Source: an optimization exercise on an open RTL-to-GDS flow (aim: small area, a short achievable clock period and few clock cycles). Production flows keep margins and buffers that such runs may drop.
Function was checked by simulation only, so behaviour that the tests miss may differ from the original.
Power and IR drop assume default switching activity.

## red
Design cpu, start of the top module:
module cpu #(
	parameter cpu_pkg::word_t reset_pc = 32'h0000_0000
) (
	input logic clock,
	input logic reset,
	output cpu_pkg::word_t instr_addr,
	input cpu_pkg::word_t instr_data,
	output cpu_pkg::word_t data_addr,
	output cpu_pkg::word_t data_wdata,
	output logic data_wen,
	output logic data_ren,
	input cpu_pkg::word_t data_rdata
);
	function automatic cpu_pkg::word_t add32(input cpu_pkg::word_t a, input cpu_pkg::word_t b,
		input logic cin);
		logic [31:0] g;
		logic [31:0] p;
		logic [31:0] gg;
		logic [31:0] pp;
		g = a & b;
		p = a ^ b;
		gg = g;
		pp = p;
		gg[0] = g[0] | (p[0] & cin);
		for (int d = 1; d < 32; d = d * 2) begin
			for (int i = 31; i >= d; i--) begin
				gg[i] = gg[i] | (pp[i] & gg[i - d]);
				pp[i] = pp[i] & pp[i - d];
			end
		end
		add32 = p ^ {gg[30:0], cin};
	endfunction
	cpu_pkg::word_t pc;
	logic x_valid;
	logic x_ld;
	logic x_st;
	logic x_br;
	logic x_wr;       
	logic x_pred;     
	logic x_sub;
	cpu_pkg::alu_fn_e x_fn;
	cpu_pkg::reg_addr_t x_rd;
	cpu_pkg::word_t x_a;   
	cpu_pkg::word_t x_b;   
	cpu_pkg::word_t x_c;   
	logic m_ren;
	logic m_wen;
	logic m_wr;
	logic m_ld;
	cpu_pkg::reg_addr_t m_rd;
	cpu_pkg::word_t m_res;
	cpu_pkg::word_t m_wdata;
	cpu_pkg::word_t rf [1:31];
	cpu_pkg::word_t m_val;
	assign data_addr = m_res;
	assign data_wdata = m_wdata;
	assign data_ren = m_ren;
	assign data_wen = m_wen;
	assign m_val = m_ld ? data_rdata : m_res;
	always_ff @(posedge clock) begin
		if (m_wr) begin
			rf[m_rd] <= m_val;
		end
	end
	cpu_pkg::word_t sum;
	logic lt;
	cpu_pkg::word_t alu;
	logic eq;
	logic mispredict;
	assign sum = add32(x_a, x_b, x_sub);
	assign lt = (x_a[31] == x_b[31]) ? x_a[31] : sum[31];
	always_comb begin
		case (x_fn)
			cpu_pkg::fn_slt: alu = {31'b0, lt};
			cpu_pkg::fn_xor: alu = x_a ^ x_b;
			cpu_pkg::fn_or: alu = x_a | x_b;
  ...
==> flow/config.mk <==
export PLATFORM = sky130hd
export DESIGN_NAME = cpu
export DESIGN_NICKNAME = cpu
export VERILOG_FILES = /design/flow/design.v
export SDC_FILE = /design/flow/constraint.sdc
export NUM_CORES = 4
export LEC_CHECK = 0
export ABC_CLOCK_PERIOD_IN_PS = 3000
export CAP_MARGIN = 20
export CELL_PAD_IN_SITES_DETAIL_PLACEMENT = 1
export CELL_PAD_IN_SITES_GLOBAL_PLACEMENT = 2
export CORE_MARGIN = 2
export CORE_UTILIZATION = 45
export CTS_BUF_LIST = sky130_fd_sc_hd__clkbuf_4 sky130_fd_sc_hd__clkbuf_8
export PLACE_DENSITY = 0.55
export SETUP_SLACK_MARGIN = 4.4
export SLEW_MARGIN = 20
export TNS_END_PERCENT = 10
==> flow/constraint.sdc <==
create_clock -name core_clock -period 7.0 [get_ports {clock}]
set_input_delay 1.4000 -clock core_clock [delete_from_list [all_inputs] [get_ports {clock}]]
set_output_delay 1.4000 -clock core_clock [all_outputs]
set_load 0.01 [all_outputs]
standard.sh (not shown) runs the stock make flow with config.mk's settings and CLKGATE_MAP_FILE= SYNTH_SCRIPT=/design/flow/synth_recipe.tcl, a recipe that flattens the netlist after the stock synthesis.
==> flow/flow/run.sh <==
#!/bin/bash
# The standard layout (the standard.sh, all ORFS steps through finish),
# with two changes:
#  - the buffers that buffer_ports puts on every input and output port are
#    buf_4 cells instead of the delay cell it picks on its own;
#  - clock tree synthesis adds no dummy loads (the ORFS arguments otherwise).
# ORFS writes each step's log under orfs/logs/; make's own output goes to
# flow_make.log here.
set -euo pipefail
bash standard.sh 'BUFFER_PORTS_ARGS=-buffer_cell sky130_fd_sc_hd__buf_4' \
	'CTS_ARGS=-sink_clustering_enable -repair_clock_nets -dont_use_dummy_load -buf_list {sky130_fd_sc_hd__clkbuf_4 sky130_fd_sc_hd__clkbuf_8}' \
	finish > flow_make.log 2>&1
red was carried through to the last stage, and its layout satisfied the timing, design-rule and antenna checks.
Testbench counts of red, summed over its fixed seeds: cycles 142,315.
Modified inputs, blue compared to red
# red
export LEC_CHECK = 0
export ABC_CLOCK_PERIOD_IN_PS = 3000
export CAP_MARGIN = 20
export CELL_PAD_IN_SITES_DETAIL_PLACEMENT = 1
export CELL_PAD_IN_SITES_GLOBAL_PLACEMENT = 2
export CORE_MARGIN = 2
export CORE_UTILIZATION = 45
export CTS_BUF_LIST = sky130_fd_sc_hd__clkbuf_4 sky130_fd_sc_hd__clkbuf_8
export PLACE_DENSITY = 0.55
export SETUP_SLACK_MARGIN = 4.4
export SLEW_MARGIN = 20
export TNS_END_PERCENT = 10
create_clock -name core_clock -period 7.0 [get_ports {clock}]
# blue
export LEC_CHECK = 0
export ABC_CLOCK_PERIOD_IN_PS = 3000
export CAP_MARGIN = 20
export CELL_PAD_IN_SITES_DETAIL_PLACEMENT = 1
export CELL_PAD_IN_SITES_GLOBAL_PLACEMENT = 2
export CORE_MARGIN = 2
export CORE_UTILIZATION = 45
export CTS_BUF_LIST = sky130_fd_sc_hd__clkbuf_4 sky130_fd_sc_hd__clkbuf_8
export PLACE_DENSITY = 0.55
export SETUP_SLACK_MARGIN = 4.0
export SLEW_MARGIN = 20
export TNS_END_PERCENT = 10
create_clock -name core_clock -period 7.0 [get_ports {clock}]
### Flow results
- Summary of blue over red: worst setup slack grew by 0.060 ns, total power saw a decrease, footprint of the multi-input gates went down, non-clock buffer contribution to total cell area decreased 2.9 points, final period demand of the worst path fell 0.060 ns.
- Measured against each other, blue and red differ in cell depth of the worst flop-to-flop path, the lower figure coming from red.
- blue vs. red: post-CTS resize count went down by 37%.
- Routed wire in blue totals less than in red.
- Share of the cycle needed by the critical path after routing, blue and red, higher one = red.
For green, these inputs were changed with respect to blue:
# blue
export LEC_CHECK = 0
export ABC_CLOCK_PERIOD_IN_PS = 3000
export CAP_MARGIN = 20
export CELL_PAD_IN_SITES_DETAIL_PLACEMENT = 1
export CELL_PAD_IN_SITES_GLOBAL_PLACEMENT = 2
export CORE_MARGIN = 2
export CORE_UTILIZATION = 45
export CTS_BUF_LIST = sky130_fd_sc_hd__clkbuf_4 sky130_fd_sc_hd__clkbuf_8
export PLACE_DENSITY = 0.55
export SETUP_SLACK_MARGIN = 4.0
export SLEW_MARGIN = 20
export TNS_END_PERCENT = 10
create_clock -name core_clock -period 7.0 [get_ports {clock}]
# green
export LEC_CHECK = 0
export ABC_CLOCK_PERIOD_IN_PS = 3000
export CAP_MARGIN = 20
export CELL_PAD_IN_SITES_DETAIL_PLACEMENT = 1
export CELL_PAD_IN_SITES_GLOBAL_PLACEMENT = 2
export CORE_MARGIN = 2
export CORE_UTILIZATION = 35
export CTS_BUF_LIST = sky130_fd_sc_hd__clkbuf_4 sky130_fd_sc_hd__clkbuf_8
export PLACE_DENSITY = 0.5
export SETUP_SLACK_MARGIN = 4.0
export SLEW_MARGIN = 20
export TNS_END_PERCENT = 10
create_clock -name core_clock -period 7.0 [get_ports {clock}]
==> flow/flow/run.sh <==
#!/bin/bash
# The standard layout (the standard.sh, all ORFS steps through finish),
# with one change: the buffers that buffer_ports puts on every input and
# output port are buf_4 cells instead of the delay cell it picks on its own.
# ORFS writes each step's log under orfs/logs/; make's own output goes to
# flow_make.log here.
set -euo pipefail
bash standard.sh 'BUFFER_PORTS_ARGS=-buffer_cell sky130_fd_sc_hd__buf_4' finish > flow_make.log 2>&1
Findings:
green: full flow OK, the timing, design-rule and antenna checks passed
blue -> green: largest net degree at the start of global routing decreased by more than 10%
Cmp green and blue / die area / lower: blue
green vs blue, launch point of the worst path: instr_data[21] vs instr_data[20]
NOTE: shortest period the worst path allows in green falls short of that of blue
Relative to blue, the count of non-CTS buffers in the layout measured on green has increased slightly.
Row clock power share: green higher / blue lower
green against blue: met2 track demand over resource fell 6.6 points, mean number of vias per cell has decreased.
Input-level comparison between orange and green:
# green
export LEC_CHECK = 0
export ABC_CLOCK_PERIOD_IN_PS = 3000
export CAP_MARGIN = 20
export CELL_PAD_IN_SITES_DETAIL_PLACEMENT = 1
export CELL_PAD_IN_SITES_GLOBAL_PLACEMENT = 2
export CORE_MARGIN = 2
export CORE_UTILIZATION = 35
export CTS_BUF_LIST = sky130_fd_sc_hd__clkbuf_4 sky130_fd_sc_hd__clkbuf_8
export PLACE_DENSITY = 0.5
export SETUP_SLACK_MARGIN = 4.0
export SLEW_MARGIN = 20
export TNS_END_PERCENT = 10
create_clock -name core_clock -period 7.0 [get_ports {clock}]
# orange
export LEC_CHECK = 0
export ABC_CLOCK_PERIOD_IN_PS = 3000
export CAP_MARGIN = 20
export CELL_PAD_IN_SITES_DETAIL_PLACEMENT = 1
export CELL_PAD_IN_SITES_GLOBAL_PLACEMENT = 2
export CORE_MARGIN = 2
export CORE_UTILIZATION = 35
export CTS_BUF_LIST = sky130_fd_sc_hd__clkbuf_4 sky130_fd_sc_hd__clkbuf_8
export PLACE_DENSITY = 0.5
export SETUP_SLACK_MARGIN = 3.6
export SLEW_MARGIN = 20
export TNS_END_PERCENT = 10
create_clock -name core_clock -period 7.0 [get_ports {clock}]
[summary]
In the tables for green and orange, combinational cell fraction of total power reads higher with green.
The more densely filled core belongs to green, not orange.
On global-route wire length before repair, green loses to orange.
Of the two candidates, green has the better highest clock rate and orange the worse one.
Maximum VDD drop: green and orange compared, higher one is orange
Compared with green, in orange global-route met2 utilization now smaller; die footprint comparable; fraction of layout instances using a drive strength above 1 now smaller; synthesis-to-layout area growth now smaller.
[orange vs green] initial antenna violation count: higher in orange
Between green and orange, final worst setup slack decreased.
The following lists how purple was set up differently from orange:
# orange
export LEC_CHECK = 0
export ABC_CLOCK_PERIOD_IN_PS = 3000
export CAP_MARGIN = 20
export CELL_PAD_IN_SITES_DETAIL_PLACEMENT = 1
export CELL_PAD_IN_SITES_GLOBAL_PLACEMENT = 2
export CORE_MARGIN = 2
export CORE_UTILIZATION = 35
export CTS_BUF_LIST = sky130_fd_sc_hd__clkbuf_4 sky130_fd_sc_hd__clkbuf_8
export PLACE_DENSITY = 0.5
export SETUP_SLACK_MARGIN = 3.6
export SLEW_MARGIN = 20
export TNS_END_PERCENT = 10
create_clock -name core_clock -period 7.0 [get_ports {clock}]
# purple
export LEC_CHECK = 0
export ABC_AREA = 1
export ABC_CLOCK_PERIOD_IN_PS = 3000
export CAP_MARGIN = 20
export CELL_PAD_IN_SITES_DETAIL_PLACEMENT = 1
export CELL_PAD_IN_SITES_GLOBAL_PLACEMENT = 2
export CORE_MARGIN = 2
export CORE_UTILIZATION = 45
export CTS_BUF_LIST = sky130_fd_sc_hd__clkbuf_4 sky130_fd_sc_hd__clkbuf_8
export PLACE_DENSITY = 0.55
export SETUP_SLACK_MARGIN = 4.0
export SLEW_MARGIN = 20
export TNS_END_PERCENT = 10
create_clock -name core_clock -period 7.0 [get_ports {clock}]
==> flow/flow/run.sh <==
#!/bin/bash
# The standard layout (the standard.sh, all ORFS steps through finish),
# with two changes:
#  - the buffers that buffer_ports puts on every input and output port are
#    buf_4 cells instead of the delay cell it picks on its own;
#  - clock tree synthesis adds no dummy loads (the ORFS arguments otherwise).
# ORFS writes each step's log under orfs/logs/; make's own output goes to
# flow_make.log here.
set -euo pipefail
bash standard.sh 'BUFFER_PORTS_ARGS=-buffer_cell sky130_fd_sc_hd__buf_4' \
	'CTS_ARGS=-sink_clustering_enable -repair_clock_nets -dont_use_dummy_load -buf_list {sky130_fd_sc_hd__clkbuf_4 sky130_fd_sc_hd__clkbuf_8}' \
	finish > flow_make.log 2>&1
### Flow results
- Compared with orange, purple shows a share of power burned in the clock network that is 5.1 points lower.
- Against orange as the reference, purple delivers a higher leakage power figure.
- orange → purple: standard cell core area dropped about 17%; number of combinational gates with multiple inputs saw an increase; first-iteration DRC count up 3551; last weighted congestion value of the routability-driven placer climbed about 16%; via density per instance went up by about 5%.

port drivers added, routing unchanged:
No port has a modelled driver above. Below, the same layouts with a new extraction and two added sets of constraints.
Step 1 assumes that a clkbuf_16 drives the clock port and a buf_2 every other input.
Step 2 times the ports against the registers' clock, not the clock port: input delays grow and output delays shrink by t, the midpoint of the rising clock arrivals with the driver on.
Three values: ideal, step 1, step 2; two values: the first two.
run	t, ns	slack for setup (ns)	worst setup path after step 2	worst register clock-pin slew, ns	worst slew at a driven data input, ns
red	0.970	3.472 / 3.299 / 2.330	input to register	0.07 / 0.07	0.53
blue	0.974	3.533 / 3.266 / 2.292	input to register	0.07 / 0.07	0.44
green	1.046	3.551 / 3.201 / 2.154	input to register	0.07 / 0.07	0.54
orange	1.039	3.384 / 3.154 / 2.115	input to register	0.07 / 0.07	0.47
purple	1.008	3.720 / 3.441 / 2.434	input to register	0.06 / 0.06	0.40
After both steps setup and hold are still met in every run listed. For green, which loses most, drivers alone change the setup slack by -0.350 ns; drivers and shift together by -1.397 ns.
